What follows belongs to an exercise in optimizing a design on an open flow for small area and a short achievable clock period; a production flow would make more cautious choices.
Function was checked by simulation only, so behaviour that the tests miss may differ from the original.

`flow/design.v`:
```
module md_alu #(
  parameter int WIDTH   = 32,
  parameter int MUL_LAT = 5,
  parameter int DIV_LAT = 10
) (
  input  logic             clk,
  input  logic             reset,
  input  logic [WIDTH-1:0] A,
  input  logic [WIDTH-1:0] B,
  input  logic [3:0]       ALUOp,
  output logic [WIDTH-1:0] res,
  input  logic [2:0]       MDOp,
  input  logic             start,
  output logic             busy,
  output logic [WIDTH-1:0] HI,
  output logic [WIDTH-1:0] LO
);
  localparam int RW = 35;    
  logic        sub;
  logic [32:0] addsub;
  logic        slt, sltu;
  logic        shl, sfill;
  logic [31:0] shin, shr, shl_res;
  logic [4:0]  sh;
  assign sh     = A[4:0];
  assign sub    = (ALUOp != 4'b0000);
  assign addsub = {1'b0, A} + {1'b0, B ^ {32{sub}}} + {32'd0, sub};
  assign sltu   = ~addsub[32];
  assign slt    = (A[31] ^ B[31]) ? A[31] : addsub[31];
  assign shl   = (ALUOp == 4'b1001);
  assign sfill = (ALUOp == 4'b1011) & B[31];
  always_comb begin
    for (int i = 0; i < 32; i++) shin[i] = shl ? B[31-i] : B[i];
  end
  assign shr = $signed({sfill, shin}) >>> sh;
  always_comb begin
    for (int i = 0; i < 32; i++) shl_res[i] = shr[31-i];
  end
  always_comb begin
    case (ALUOp)
      4'b0000: res = addsub[31:0];
      4'b0001: res = addsub[31:0];
      4'b0010: res = A & B;
      4'b0011: res = A | B;
      4'b0100: res = {B[15:0], 16'b0};
      4'b0101: res = A ^ B;
      4'b0110: res = ~(A | B);
      4'b0111: res = {31'd0, slt};
      4'b1000: res = {31'd0, sltu};
      4'b1001: res = shl_res;
      4'b1010: res = shr;
      4'b1011: res = shr;
      default: res = '0;
    endcase
  end
  logic        busy_q;
  logic        div_q;       
  logic [3:0]  cnt_q;       
  logic [32:0] M_q;         
  logic [33:0] H_q;         
  logic [31:0] L_q;         
  logic        bprev_q;     
  logic        sgn_q;       
  logic        sN_q;        
  logic        dz_q;        
  logic        c_q;         
  logic [31:0] hi_q, lo_q;
  logic is_mul, is_div, is_sgn;
  assign is_mul = (MDOp == 3'b001) || (MDOp == 3'b010);
  assign is_div = (MDOp == 3'b011) || (MDOp == 3'b100);
  assign is_sgn = (MDOp == 3'b001) || (MDOp == 3'b011);
  logic sD;
  assign sD = M_q[32];
  logic mul_run, div_run, div_post9, div_last, mul_last;
  assign mul_run   = busy_q & ~div_q & (cnt_q != 4'd4);
  assign mul_last  = busy_q & ~div_q & (cnt_q == 4'd4);
  assign div_run   = busy_q & div_q & ~cnt_q[3];
  assign div_post9 = busy_q & div_q & (cnt_q == 4'd8);
  assign div_last  = busy_q & div_q & (cnt_q == 4'd9);
  logic [RW-1:0] X [4];
  logic [RW-1:0] S [4];
  logic [RW-1:0] Y [4];
  logic          one [4], two [4], neg [4];
  logic [RW-1:0] Mx, M2x;
  assign Mx  = {{(RW-33){M_q[32]}}, M_q};
  assign M2x = {{(RW-34){M_q[32]}}, M_q, 1'b0};
  always_comb begin
    for (int r = 0; r < 4; r++) begin
      logic bh, bm, bl, xs;
      if (r == 0) begin
        if (div_run) X[0] = {H_q, L_q[31]};
        else         X[0] = {H_q[33], H_q};
      end else begin
        if (div_q)   X[r] = {S[r-1][33:0], L_q[31-r]};
        else         X[r] = {{2{S[r-1][RW-1]}}, S[r-1][RW-1:2]};
      end
      xs = X[r][RW-1];
      bh = L_q[2*r+1];
      bm = L_q[2*r];
      bl = (r == 0) ? bprev_q : L_q[2*r-1];
      if (div_q) begin
        one[r] = (r == 0 && div_post9) ? ~H_q[33] : 1'b1;
        two[r] = 1'b0;
        neg[r] = (xs == sD);
      end else if (mul_last) begin
        one[r] = ~sgn_q & bprev_q;
        two[r] = 1'b0;
        neg[r] = 1'b0;
      end else begin
        one[r] = bm ^ bl;
        two[r] = (bh & ~bm & ~bl) | (~bh & bm & bl);
        neg[r] = bh & ~(bm & bl);
      end
      Y[r] = (two[r] ? M2x : (one[r] ? Mx : '0)) ^ {RW{neg[r]}};
      begin
        logic c;
        c = neg[r];
        for (int i = 0; i < RW; i++) begin
          S[r][i] = X[r][i] ^ Y[r][i] ^ c;
          c = (X[r][i] & Y[r][i]) | (X[r][i] & c) | (Y[r][i] & c);
        end
      end
    end
  end
  logic        s_q;     
  logic        ce;
  logic [31:0] lo_x, lo_res, hi_res;
  logic        lo_inc;
  assign s_q    = sN_q ^ sD;
  assign ce     = sN_q & c_q;
  assign lo_x   = L_q ^ {32{div_q & s_q}};
  assign lo_inc = div_q & (s_q ^ ce);
  always_comb begin
    logic c;
    c = lo_inc;
    for (int i = 0; i < 32; i++) begin
      lo_res[i] = lo_x[i] ^ c;
      c = lo_x[i] & c;
    end
  end
  assign hi_res = (S[0][31:0] ^ {32{div_q & sN_q}}) & ~{32{div_q & ce}};
  always_ff @(posedge clk) begin
    if (!busy_q) begin
      div_q   <= is_div;
      cnt_q   <= 4'd0;
      M_q     <= {is_sgn & B[31], B};
      H_q     <= '0;
      L_q     <= A ^ {32{(MDOp == 3'b011) & A[31]}};
      bprev_q <= 1'b0;
      sgn_q   <= is_sgn;
      sN_q    <= (MDOp == 3'b011) & A[31];
      dz_q    <= (B == '0);
    end else begin
      cnt_q <= cnt_q + 4'd1;
      if (div_q) begin
        if (div_run) begin
          H_q <= S[3][33:0];
          L_q <= {L_q[27:0], ~S[0][RW-1], ~S[1][RW-1], ~S[2][RW-1], ~S[3][RW-1]};
        end else if (div_post9) begin
          H_q <= S[0][33:0];
          c_q <= &S[0];
        end
      end else begin
        H_q     <= {S[3][RW-1], S[3][RW-1:2]};
        L_q     <= {S[3][1:0], S[2][1:0], S[1][1:0], S[0][1:0], L_q[31:8]};
        bprev_q <= L_q[7];
      end
    end
  end
  always_ff @(posedge clk or posedge reset) begin
    if (reset) begin
      busy_q <= 1'b0;
      hi_q   <= '0;
      lo_q   <= '0;
    end else begin
      if (!busy_q) begin
        busy_q <= start & (is_mul | is_div);
        if (start && MDOp == 3'b101) hi_q <= A;
        if (start && MDOp == 3'b110) lo_q <= A;
      end else begin
        if (mul_last || div_last) busy_q <= 1'b0;
        if (mul_last || (div_last && !dz_q)) begin
          hi_q <= hi_res;
          lo_q <= lo_res;
        end
      end
    end
  end
  assign busy = busy_q;
  assign HI   = hi_q;
  assign LO   = lo_q;
endmodule
```
`flow/run.sh`:
```
#!/bin/bash
# synth_recipe.tcl (not shown) runs the flow's synth.tcl, then flattens the netlist and writes it again
# the make line also repeats each setting of config.mk as NAME=value (left out here)
make -C /OpenROAD-flow-scripts/flow DESIGN_CONFIG=/design/flow/config.mk WORK_HOME=/design/flow/orfs CLKGATE_MAP_FILE= SYNTH_SCRIPT=/design/flow/synth_recipe.tcl finish
```
`flow/config.mk`:
```
export PLATFORM = sky130hd
export DESIGN_NAME = md_alu
export DESIGN_NICKNAME = md_alu
export VERILOG_FILES = /design/flow/design.v
export SDC_FILE = /design/flow/constraint.sdc
export NUM_CORES = 4
export LEC_CHECK = 0
export CAP_MARGIN = 20
export CORE_MARGIN = 2
export CORE_UTILIZATION = 40
export SLEW_MARGIN = 20
```
`flow/constraint.sdc`:
```
create_clock -name core_clock -period 105.0 [get_ports {clk}]
set_input_delay 21.0000 -clock core_clock [delete_from_list [all_inputs] [get_ports {clk}]]
set_output_delay 21.0000 -clock core_clock [all_outputs]
set_load 0.01 [all_outputs]
```
==> reports/results.ini, run 1 <==
[outcome]
status=timing/DRC/antenna clean

[cts]
numCtsBuffers=17
cts_setup_buffers=0
cts_sinks=174
cts-hold-fix-buffers=0
root_buffer=clkbuf_16
htreeDepth=4
post_cts_resized=0
clockBufferDepth=2
clk_latency_ns=0.46
tritoncts=yes
clk_pin_slew_ns=0.08

[synth]
synth_area_um2=22700
yosys_warnings=7
syn_inst=2489
synth_edf_count=70
synth-seq-cells=174
avgSynthCellArea_um2=9.10
synth_nets=2829
ys.flop_type=edfxtp_1
synth_top_area_share_pct=11.8
yosysTopAreaCell=fa_1
ys_seq_area_share_pct=19.9
ys_types=87
synthTopCellsByArea=fa_1, edfxtp_1, mux2i_1
ys_async_sr_fraction_pct=37.4

[finish]
area_growth_pct=12.8
finalNonFillerCells=3275
final_layout_size_suffix_gt1_share_pct=8.97
layout.nets=2847
antenna_cells=0

[die]
core_area_um2=56200
num_rows=87
pin_count=171
die_w_um=242
fp.dieH_um=242
die-area_um2=58600
start_util_pct=40.3

[drt]
num_vias=20200
antenna_left=0
dr.pass1.iters=7
drt_wl_total_um=85200
vias_per_cell=6.18
drt_iter0_drc=1943
wire_per_inst_um=26.0
drc_errors=0

[timing]
rsz0062_at_grt=no
finalCriticalPeriod_ns=67.99
hold_viol=0
period_share_pct=64.7
fmaxAchievable_mhz=14.7
slew_headroom_pct=26.1
worst_pin_slew_ns=1.11
whs_ns=0.477
fin_tns_setup_ns=0
setup_violations=0
drv_slew=0
clock-skew-final_ns=0.0165

[worst_setup_path]
critPathSlowestCell=fa_1
cp_data_required_time_ns=105.40
cp-end-kind=register
cpPeakStageDelay_ns=0.70
arrival_ns=68.39
crit_path_frequent_cell=fa_1
path_class=reg2reg
startpoint_type=register
crit_path_max_fanout=35

[global_routing]
use_met1_pct=37.6
gr-total-overflow=0
groute.usage.overall_pct=28.4
met3_usage_pct=3.33
met2_usage_pct=46.3
grt_pass1_vias=19800
grt_max_degree=114
antenna_found_initial=2
top_usage_layer=met2
grt_pass1_wl_um=127000

[placed_design]
hpwl_um=63200
gp_congestion=0.996
placed_cells=3242
io_buffer_count=170

[worst_hold_path]
worstHoldPathType=reg2reg

[run]
maxCapViolations=0

[registers in the layout, summed over array words and instances (netlist names), 4 cells and up]
register	flops
cnt_q	4
M_q	33
lo_q	32
hi_q	32
H_q	34
L_q	32
[worst max-delay path: cells and delay by family (launching register included)]
kind / cells / cell delay [ns]
multiplexers: 1 / 0.20
flip-flops: 1 / 0.42
adder cells (fa/ha/maj): 133 / 61.52
AND/OR/NAND/NOR: 3 / 0.48
buffers and inverters: 10 / 2.53
AO/OA/AOI/OAI: 7 / 1.23
XOR/XNOR: 8 / 1.46
[synthesized netlist by cell type (all sizes together), types with 5 or more instances]
library cell / number
nand2: 213
o21ai: 198
xnor2: 189
mux2i: 168
clkbuf: 164
nor2: 142
fa: 133
ha: 133
a22oi: 129
inv: 94
a21oi: 91
xor2: 85
edfxtp: 70
dfrtp: 65
mux2: 64
buf: 61
o211ai: 55
a221oi: 50
a211oi: 41
dfxtp: 39
mux4: 31
nand3b: 29
a221o: 17
nor4: 17
a222oi: 16
nor3: 16
and3: 15
nand3: 15
a21o: 12
nand2b: 11
nand4: 10
a31oi: 9
o221ai: 9
o31ai: 9
and2: 8
nor2b: 8
o21bai: 6
o2111ai: 5
o21a: 5
o22ai: 5
or3: 5
[cells in the final DEF (no fill, tap or decap), drive strengths merged, types with 91 or more instances in the layout]
master | Yosys | routed
xnor2 | 189 | 189
inv | 94 | 102
nor2 | 142 | 142
fa | 133 | 133
a21oi | 91 | 91
ha | 133 | 133
mux2i | 168 | 168
a22oi | 129 | 129
o21ai | 198 | 198
clkdlybuf4s50 | 0 | 169
nand2 | 213 | 213
[kinds of logic after synthesis]
logic type	count (synthesis)	share of synthesized area (%)
AND/OR/NAND/NOR	506	10.4
AO/OA/AOI/OAI	682	20.5
adder cells (fa/ha/maj)	266	19.1
multiplexers	263	13.7
flip-flops	174	19.9
XOR/XNOR	276	10.8
buffers and inverters	322	5.63
[final timing paths]
path,depth (start not counted),end,from,slack (ns)
worst min-delay path,2,H_q[30]$_SDFFE_PN0P_,H_q[30]$_SDFFE_PN0P_,0.48
max in group asynchronous,3,busy_q$_DFF_PP0_,reset,83.27
worst max register to register,162,H_q[32]$_SDFFE_PN0P_,cnt_q[0]$_SDFF_PN0_,37.01
worst min register to register,2,H_q[30]$_SDFFE_PN0P_,H_q[30]$_SDFFE_PN0P_,0.48
min in group asynchronous,3,lo_q[16]$_DFFE_PP0P_,reset,21.10
worst max-delay path,162,H_q[32]$_SDFFE_PN0P_,cnt_q[0]$_SDFF_PN0_,37.01
[routing by layer]
layer	wire, µm	part of all wire [%]
met1	35600	42
met2	39300	46
met3	5930	7.0
met4	4390	5.1
met5	0	0
[final cells by class]
cell class,count,area [µm²]
Multi-Input combinational cell,1993,17000
Inverter,97,367
Clock inverter,14,146
Tap cell,756,946
Fill cell,5434,30600
Sequential cell,174,4510
Clock buffer,17,425
Timing Repair Buffer,224,2140
[per-stage QoR]
step | setup WS, ns | instance area, µm² | utilization, %
floorplan | 39.62 | 22700 | -
global placement | 37.35 | 24900 | 44.4
detailed placement | 36.78 | 24900 | 44.4
CTS | 36.68 | 25500 | 45.4
global route | 34.60 | 25600 | 45.5
finish | 37.01 | 25600 | 45.5
==> run 2, diff against run 1 <==
==> flow/flow/run.sh (new file) <==
#!/bin/bash
# The standard layout (the standard.sh), with one change: synthesis leaves adders to abc
# instead of extracting full/half adder cells (ADDER_MAP_FILE empty), which gives much faster
# carry chains for a little more area. Everything else, including the synthesis script, the
# register mapping and all later steps, is the standard flow's.
set -euo pipefail
cd "$(dirname "$0")/.."
bash ./standard.sh ADDER_MAP_FILE= finish > standard_flow.log 2>&1
==> flow/standard.sh (new file) <==
#!/bin/bash
# synth_recipe.tcl (not shown) runs the flow's synth.tcl, then flattens the netlist and writes it again
# the make line also repeats each setting of config.mk as NAME=value (left out here)
make -C /OpenROAD-flow-scripts/flow DESIGN_CONFIG=/design/flow/config.mk WORK_HOME=/design/flow/orfs CLKGATE_MAP_FILE= SYNTH_SCRIPT=/design/flow/synth_recipe.tcl "${@:-finish}"
--- a/flow/config.mk
+++ b/flow/config.mk
@@ -6,4 +6,5 @@
 export NUM_CORES = 4
 export LEC_CHECK = 0
+export ABC_AREA = 1
 export CAP_MARGIN = 20
 export CORE_MARGIN = 2
removed: flow/run.sh
==> run 2 against run 1 <==
Compared with the run above: global-route usage is 2.8 points higher; maximum frequency increased by 37%; clock skew increased by 0.0048 ns; final cell count is 52% higher; non-clock buffer count fell by 9; sequential cell count stayed put; synthesized cell count up 66%; die area up 9.0%; worst hold slack hardly changed; critical path type is now in2out; largest cell class unchanged; highest routed layer is now met5.
==> reports/results.ini, run 2 <==
[worst_setup_path]
worst_path_dominant_cell_family=simple AND/OR/NAND/NOR gates
crit_path_max_fanout=32
startpoint_type=input port
cp-end-kind=output port
timing.critical_path.buf_inv=6
arrival_ns=28.52
cpPeakStageDelay_ns=0.63
path_class=in2out
cp_data_required_time_ns=84.00
reg2reg_setup_slack_ns=81.24
critPathSlowestCell=clkdlybuf4s50_1

[cts]
numCtsBuffers=17
clk_pin_slew_ns=0.08
clockBufferDepth=2
cts_sinks=174
htreeDepth=4
cts_setup_buffers=0
post_cts_resized=0
cts-hold-fix-buffers=0
root_buffer=clkbuf_16
tritoncts=yes
clk_latency_ns=0.50

[finish]
layout.nets=4235
multi_input_area_um2=17300
mostFrequentLayoutCells=nand2_1, o21ai_0, inv_1
reg_top3=H_q: 34 flops, M_q: 33 flops
final_common_cell=nand2_1
largest_reg_flops=34
fillers=6718
max_flop_register=H_q
area_growth_pct=10.4
register_area_um2=4510
final_layout_size_suffix_gt1_share_pct=11.5

[drt]
wire_per_inst_um=20.4
antenna_left=0
dr.pass1.iters=6
num_vias=27300
vias_per_cell=5.49
drc_errors=0
drt_wl_total_um=101000
drt_iter0_drc=2857

[timing]
period_share_pct=47.2
whs_ns=0.477
setup_violations=0
slew_headroom_pct=27.6
rsz0062_at_grt=no
fin_tns_setup_ns=0
clock-skew-final_ns=0.0214
drv_slew=0
worst_pin_slew_ns=1.06
worst_slack_ns=55.48
fmaxAchievable_mhz=20.2
finalCriticalPeriod_ns=49.52
hold_viol=0

[placed_design]
pre_cts_slack_ns=55.51
gp_congestion=1.00
hpwl_um=77700
io_buffer_count=170

[synth]
yosysTopAreaCell=nand2_1
ys_types=64
synth_nets=4209
ys_seq_area_share_pct=18.2
ys.flop_type=edfxtp_1
synth_edf_count=70
syn_inst=4135
yosys.cell_count.top_type=nand2_1
synth_top_area_share_pct=17.2
synthTopCellsByArea=nand2_1, o21ai_0, edfxtp_1
synth_common_cells=nand2_1, o21ai_0, inv_1
ys_async_sr_fraction_pct=37.4
yosys_warnings=7
synth-seq-cells=174
avgSynthCellArea_um2=5.98
synth_area_um2=24700

[global_routing]
antenna_found_initial=5
groute.usage.overall_pct=31.3
gr-total-overflow=0
grt_max_degree=67
grt_pass1_wl_um=150000
grt_pass1_vias=24500

[die]
fp.dieH_um=253
die-area_um2=63800
start_util_pct=40.3
pin_count=171
die_w_um=253
num_rows=91
core_area_um2=61400

[outcome]
status=timing/DRC/antenna clean

[worst_hold_path]
worstHoldPathType=reg2reg

[run]
maxCapViolations=0

==> run 2: final timing paths <==
| check | from | to | cells past startpoint |
|---|---|---|---|
| hold reg to reg | H_q[1]$_SDFFE_PN0P_ | H_q[1]$_SDFFE_PN0P_ | 2 |
| max in group asynchronous | reset | busy_q$_DFF_PP0_ | 3 |
| min in group asynchronous | reset | hi_q[15]$_DFFE_PP0P_ | 3 |
| hold / removal | H_q[1]$_SDFFE_PN0P_ | H_q[1]$_SDFFE_PN0P_ | 2 |
| setup reg to reg | busy_q$_DFF_PP0_ | H_q[32]$_SDFFE_PN0P_ | 266 |
| setup / recovery | ALUOp[3] | res[0] | 46 |
==> run 2: per-stage QoR <==
| stage | util [%] | cells | area [µm²] |
|---|---|---|---|
| 5_1_grt | 44.4 | 4964 | 27300 |
| 6_report | 44.5 | 4970 | 27300 |
| 3_5_place_dp | 43.5 | 4932 | 26700 |
| 3_3_place_gp | 43.5 | 4932 | 26700 |
| 4_1_cts | 44.4 | 4964 | 27300 |
| 2_1_floorplan | - | 4135 | 24700 |
==> run 2: final cells by class <==
| cell class | instances | area share [%] |
|---|---|---|
| Antenna cell | 6 | 0.0550 |
| Clock buffer | 18 | 1.57 |
| Clock inverter | 14 | 0.614 |
| Inverter | 472 | 6.58 |
| Multi-Input combinational cell | 3281 | 63.5 |
| Sequential cell | 174 | 16.5 |
| Tap cell | 790 | 3.62 |
| Timing Repair Buffer | 215 | 7.47 |
==> run 2: per-layer routing <==
metal,vias to the layer above,part of all wire (%),global-route usage [%]
met2,1162,44,49.8
met4,4,5.0,15.0
met5,-,0.030,0
li1,13500,-,-
met1,12400,42,40.6
met3,220,8.2,5.82
==> run 2: worst min-delay path, delay by kind of cell (launching register included) <==
family / cells / cell delay, ns
and+or+nand+nor: 1 / 0.06
AOI/OAI and AO/OA: 1 / 0.06
DFF: 1 / 0.32
==> run 2: cells by family after synthesis <==
logic type,Yosys count,synth area share [%]
flip-flops,174,18.2
AO/OA/AOI/OAI,875,20.3
multiplexers,27,1.09
AND/OR/NAND/NOR,2059,37.2
buffers and inverters,680,11.8
XOR/XNOR,320,11.3

[re-timing with driven ports]
The results above use ideal ports. As a check the final layouts listed here were re-extracted and re-timed, cells and wires unchanged. Step 1 sets driving cells, clkbuf_16 on the clock port and buf_2 on the other inputs (assumed; they add their load-dependent delay and slew). Step 2 moves the port delays by t, midway between the first and last clock arrival at a register: inputs arrive t later, outputs are due t later. That takes back most of the time a late clock gives input paths. a / b / c = ideal / step 1 / step 2; a / b = the first two.
run | t, ns | setup slack, ns | latest minus earliest clock arrival (ns) | slew at the worst register clock pin (ns) | cell pins on the clock port's net
run 1 | 0.504 | 37.014 / 37.014 / 37.014 | 0.017 / 0.017 | 0.08 / 0.08 | 1
run 2 | 0.550 | 55.482 / 55.427 / 55.427 | 0.022 / 0.022 | 0.09 / 0.09 | 1
After both steps every run listed still meets setup and hold. For run 2, which loses most, drivers alone change the setup slack by -0.055 ns; drivers and shift together by -0.055 ns.
